From an optimization exercise on the open Yosys and OpenROAD flow, aimed at small area, a short achievable clock period and few clock cycles; shortcuts taken in it are not production practice.

==> job 6958 <==
// armCpu
module armCpu (
	input  logic          clk,
	input  logic          reset,
	input  armPkg::word_t readData,
	output armPkg::word_t memAdr,
	output armPkg::word_t writeData,
	output logic          memWrite
);
export LEC_CHECK = 0
export CAP_MARGIN = 20
export CORE_MARGIN = 2
export CORE_UTILIZATION = 40
export SLEW_MARGIN = 20
create_clock -name core_clock -period 15.0 [get_ports {clk}]
standard.sh (not shown) runs the stock make flow with config.mk's settings and CLKGATE_MAP_FILE= SYNTH_SCRIPT=/design/flow/synth_recipe.tcl, a recipe that flattens the netlist after the stock synthesis.
==> flow/flow/run.sh <==
#!/bin/bash
# The standard layout, with timing repair aiming for setup slack well above zero
# at the design's clock period (the constraints themselves are unchanged).
set -euo pipefail
bash standard.sh SETUP_SLACK_MARGIN=10 finish > make_finish.log 2>&1
==> job 8936: changes against job 6958 <==
--- a/flow/design.v
+++ b/flow/design.v
@@ -24,40 +24,42 @@
 `timescale 1ns/100ps
 `default_nettype none
 module alu (
 	input  logic [31:0] a,
 	input  logic [31:0] b,
-	input  logic [2:0]  op,        
 	input  logic        isSub,
 	input  logic [1:0]  logicSel,  
 	output logic [31:0] sum,
 	output logic [31:0] result,
 	output logic [3:0]  flags
 );
 	logic [32:0] s;
 	logic [31:0] bx;
+	logic        zSum;
 	assign bx = isSub ? ~b : b;
 	assign s = {1'b0, a} + {1'b0, bx} + {32'b0, isSub};
 	assign sum = s[31:0];
+	assign zSum = ((a ^ bx) == {a[30:0] | bx[30:0], isSub});
 	always_comb begin
 		case (logicSel)
 			2'b00: result = s[31:0];
 			2'b01: result = a & b;
 			2'b10: result = a | b;
 			default: result = a ^ b;
 		endcase
 	end
-	assign flags = {result[31], result == 32'b0, s[32],
+	assign flags = {result[31], (logicSel == 2'b00) ? zSum : (result == 32'b0), s[32],
 		(a[31] ^ bx[31] ^ 1'b1) & (a[31] ^ s[31])};
 endmodule
 `default_nettype wire
 `timescale 1ns/100ps
 `default_nettype none
-module mulLow (
+module mulCsa (
 	input  logic [31:0] a,
 	input  logic [31:0] b,
-	output logic [31:0] y
+	output logic [31:0] y0,
+	output logic [31:0] y1
 );
 	logic [15:0] one, two, neg;
 	logic [32:0] bx;
 	assign bx = {b, 1'b0};
 	genvar gi;
@@ -1328,14 +1330,12 @@
 	assign w477 = w359 ^ w416 ^ w417;
 	assign w478 = (w359 & w416) | (w359 & w417) | (w416 & w417);
 	logic w479, w480;
 	assign w479 = w363 ^ w418 ^ w419;
 	assign w480 = (w363 & w418) | (w363 & w419) | (w418 & w419);
-	logic [31:0] r0, r1;
-	assign r0 = {w478, w476, w474, w472, w470, w468, w466, w464, w462, w460, w458, w456, w454, w452, w450, w448, w446, w444, w442, w440, w438, w436, w434, w432, w430, w428, w426, w424, w422, neg[1], pp0_1, pp0_0};
-	assign r1 = {w479, w477, w475, w473, w471, w469, w467, w465, w463, w461, w459, w457, w455, w453, w451, w449, w447, w445, w443, w441, w439, w437, w435, w433, w431, w429, w427, w425, w423, w421, 1'b0, neg[0]};
-	assign y = r0 + r1;
+	assign y0 = {w478, w476, w474, w472, w470, w468, w466, w464, w462, w460, w458, w456, w454, w452, w450, w448, w446, w444, w442, w440, w438, w436, w434, w432, w430, w428, w426, w424, w422, neg[1], pp0_1, pp0_0};
+	assign y1 = {w479, w477, w475, w473, w471, w469, w467, w465, w463, w461, w459, w457, w455, w453, w451, w449, w447, w445, w443, w441, w439, w437, w435, w433, w431, w429, w427, w425, w423, w421, 1'b0, neg[0]};
 endmodule
 `default_nettype wire
 `timescale 1ns/100ps
 `default_nettype none
 module armCpu (
@@ -1344,19 +1344,17 @@
 	input  armPkg::word_t readData,
 	output armPkg::word_t memAdr,
 	output armPkg::word_t writeData,
 	output logic          memWrite
 );
-	localparam logic [1:0] PH_EXEC = 2'd0;
-	localparam logic [1:0] PH_LOAD = 2'd1;
-	localparam logic [1:0] PH_STORE = 2'd2;
-	localparam logic [1:0] PH_MUL = 2'd3;
 	logic [31:0] pcF;         
 	logic [31:0] brTarget;    
-	logic        irValid;
-	logic [1:0]  phase;
-	logic        memPh;       
+	logic        phExec;      
+	logic        phLoad;      
+	logic        phStore;     
+	logic        phMul1;      
+	logic        phMul2;      
 	logic [3:0]  flags;       
 	logic [3:0]  cond;
 	logic [11:0] imm12;
 	logic [3:0]  raIdx, rbIdx, wIdx;
 	logic        dIsDp, dIsMul, dIsMem, dIsLoad, dIsBr;
@@ -1391,79 +1389,74 @@
 			4'b1101: condEx = !(!flags[2] && (flags[3] == flags[0]));
 			4'b1110: condEx = 1'b1;
 			default: condEx = 1'b0;
 		endcase
 	end
-	logic exec, go;
-	assign exec = irValid && (phase == PH_EXEC);
-	assign go = exec && condEx;
-	logic taken;
+	logic go, taken, stallStart, fetchEn;
+	assign go = phExec && condEx;
 	assign taken = go && dIsBr;
-	logic [31:0] pc8;
-	assign pc8 = pcF + 32'd4;
+	assign stallStart = go && (dIsMem || dIsMul);
+	assign fetchEn = !(phLoad || phStore || phMul1 || phMul2);
+	logic [31:0] pc4, pc8f, bt4, bt8;
+	assign pc4 = pcF + 32'd4;       
+	assign pc8f = pcF + 32'd8;
+	assign bt4 = brTarget + 32'd4;
+	assign bt8 = brTarget + 32'd8;
 	logic [31:0] ra, rb;
-	assign ra = (raIdx == 4'hF) ? pc8 : regFile[raIdx];
-	assign rb = (rbIdx == 4'hF) ? pc8 : regFile[rbIdx];
+	assign ra = (raIdx == 4'hF) ? pc4 : regFile[raIdx];
+	assign rb = (rbIdx == 4'hF) ? pc4 : regFile[rbIdx];
 	logic [31:0] srcB, sum, aluResult;
 	logic [3:0]  aluFlags;
 	assign srcB = dUseImm ? {20'b0, imm12} : rb;
 	alu alu_inst (
 		.a(ra),
 		.b(srcB),
-		.op(3'b0),
 		.isSub(dIsSub),
 		.logicSel(dLogicSel),
 		.sum(sum),
 		.result(aluResult),
 		.flags(aluFlags)
 	);
-	logic [31:0] product;
-	mulLow mulLow_inst (
+	logic [31:0] csSum, csCarry, product;
+	logic        productZ;
+	mulCsa mulCsa_inst (
 		.a(adrReg),
 		.b(wdReg),
-		.y(product)
+		.y0(csSum),
+		.y1(csCarry)
 	);
-	logic [31:0] fetchAdr;
-	assign fetchAdr = taken ? brTarget : pcF;
-	assign memAdr = memPh ? adrReg : fetchAdr;
+	assign product = adrReg + wdReg;
+	assign productZ = ((adrReg ^ wdReg) == {adrReg[30:0] | wdReg[30:0], 1'b0});
+	assign memAdr = taken ? brTarget : ((phLoad || phStore) ? adrReg : pcF);
 	assign writeData = wdReg;
 	always_ff @(posedge clk or posedge reset) begin
 		if (reset) begin
 			pcF <= '0;
-			irValid <= 1'b0;
-			phase <= PH_EXEC;
-			memPh <= 1'b0;
+			phExec <= 1'b0;
+			phLoad <= 1'b0;
+			phStore <= 1'b0;
+			phMul1 <= 1'b0;
+			phMul2 <= 1'b0;
 			flags <= '0;
 			memWrite <= 1'b0;
 		end else begin
-			memWrite <= 1'b0;
-			memPh <= 1'b0;
-			case (phase)
-				PH_EXEC: begin
-					pcF <= fetchAdr + 32'd4;
-					irValid <= 1'b1;
-					if (go && dIsDp) begin
-						if (dSetNZ) flags[3:2] <= aluFlags[3:2];
-						if (dSetCV) flags[1:0] <= aluFlags[1:0];
-					end
-					if (go && dIsMem) begin
-						phase <= dIsLoad ? PH_LOAD : PH_STORE;
-						memWrite <= !dIsLoad;
-						memPh <= 1'b1;
-					end
-					if (go && dIsMul) phase <= PH_MUL;
-				end
-				PH_MUL: begin
-					if (pendSetNZ) flags[3:2] <= {product[31], product == 32'b0};
-					phase <= PH_EXEC;
-				end
-				default: phase <= PH_EXEC;
-			endcase
+			phExec <= (fetchEn && !stallStart) || phLoad || phStore || phMul2;
+			phLoad <= stallStart && dIsMem && dIsLoad;
+			phStore <= stallStart && dIsMem && !dIsLoad;
+			memWrite <= stallStart && dIsMem && !dIsLoad;
+			phMul1 <= stallStart && dIsMul;
+			phMul2 <= phMul1;
+			if (fetchEn) pcF <= taken ? bt4 : pc4;
+			if (go && dIsDp) begin
+				if (dSetNZ) flags[3:2] <= aluFlags[3:2];
+				if (dSetCV) flags[1:0] <= aluFlags[1:0];
+			end
+			if (phMul2 && pendSetNZ) flags[3:2] <= {product[31], productZ};
 		end
 	end
 	always_ff @(posedge clk) begin
-		if (phase == PH_EXEC) begin
+		if (fetchEn) begin
 			cond <= readData[31:28];
 			imm12 <= readData[11:0];
 			dIsMul <= fIsMul;
 			dIsDp <= (fOp == 2'b00) && !fIsMul;
 			dIsMem <= (fOp == 2'b01);
@@ -1480,31 +1473,35 @@
 				4'b0000: dLogicSel <= (fOp == 2'b00) ? 2'b01 : 2'b00;
 				4'b1100: dLogicSel <= (fOp == 2'b00) ? 2'b10 : 2'b00;
 				4'b0001: dLogicSel <= (fOp == 2'b00) ? 2'b11 : 2'b00;
 				default: dLogicSel <= 2'b00;
 			endcase
-			brTarget <= fetchAdr + 32'd8 + {{6{readData[23]}}, readData[23:0], 2'b00};
+			brTarget <= (taken ? bt8 : pc8f) + {{6{readData[23]}}, readData[23:0], 2'b00};
 		end
-		if (go && (dIsMem || dIsMul)) begin
+		if (stallStart) begin
 			adrReg <= dIsMul ? ra : sum;
 			wdReg <= rb;
 			pendIdx <= wIdx;
 			pendSetNZ <= dSetNZ;
 		end
+		if (phMul1) begin
+			adrReg <= csSum;
+			wdReg <= csCarry;
+		end
 	end
 	logic        rfWe;
 	logic [3:0]  rfWa;
 	logic [31:0] rfWd;
 	always_comb begin
 		rfWe = go && dIsDp;
 		rfWa = wIdx;
 		rfWd = aluResult;
-		if (phase == PH_LOAD) begin
+		if (phLoad) begin
 			rfWe = 1'b1;
 			rfWa = pendIdx;
 			rfWd = readData;
-		end else if (phase == PH_MUL) begin
+		end else if (phMul2) begin
 			rfWe = 1'b1;
 			rfWa = pendIdx;
 			rfWd = product;
 		end
 	end
==> job 8119: changes against job 6958 <==
==> flow/run.sh (new file) <==
#!/bin/bash
# synth_recipe.tcl (not shown) runs the flow's synth.tcl, then flattens the netlist and writes it again
# the make line also repeats each setting of config.mk as NAME=value (left out here)
make -C /OpenROAD-flow-scripts/flow DESIGN_CONFIG=/design/flow/config.mk WORK_HOME=/design/flow/orfs CLKGATE_MAP_FILE= SYNTH_SCRIPT=/design/flow/synth_recipe.tcl finish
ABC_CLOCK_PERIOD_IN_PS = 4000   (was default)
SETUP_SLACK_MARGIN = 5   (was default)
removed: flow/flow/run.sh
removed: flow/standard.sh
==> notes <==
Register-to-register slack: job 8119 < job 6958 < job 8936.
Of job 8936 and job 6958, job 8936 has the higher worst setup slack (gap 850 ps).
Between job 8119 and job 8936, the lower die area is in job 8119 (gap about 6%, measured against job 8936).
Against job 6958, the critical path depth of job 8119 is lower by 18.
Synthesized cell count is the same in job 8119 and job 6958.
No functional check of the RTL was part of any run of this note.

port drivers added, routing unchanged:
No port has a modelled driver above. Below, the same layouts with a new extraction and two added sets of constraints.
Step 1 (the two cells are an assumption about what drives the block):
set clk [get_ports {clk}]
set_driving_cell -lib_cell sky130_fd_sc_hd__clkbuf_16 $clk
set_driving_cell -lib_cell sky130_fd_sc_hd__buf_2 [delete_from_list [all_inputs] $clk]
Step 2 times the ports against the registers' clock, not the clock port: input delays grow and output delays shrink by t, the midpoint of the rising clock arrivals with the driver on.
Three values: ideal ports, drivers, drivers and shift; two values: the first two.
run	t (ns)	setup slack, ns	worst setup path after step 2	worst register clock-pin slew, ns
job 6958	0.719	8.196 / 8.196 / 8.196	register to register	0.07 / 0.07
job 8936	0.718	9.046 / 8.976 / 8.651	input to register	0.07 / 0.07
job 8119	0.699	6.054 / 5.985 / 6.684	register to output	0.07 / 0.07
After both steps every run listed still meets setup and hold. For job 8936, which loses most, drivers alone change the setup slack by -0.070 ns; drivers and shift together by -0.395 ns.
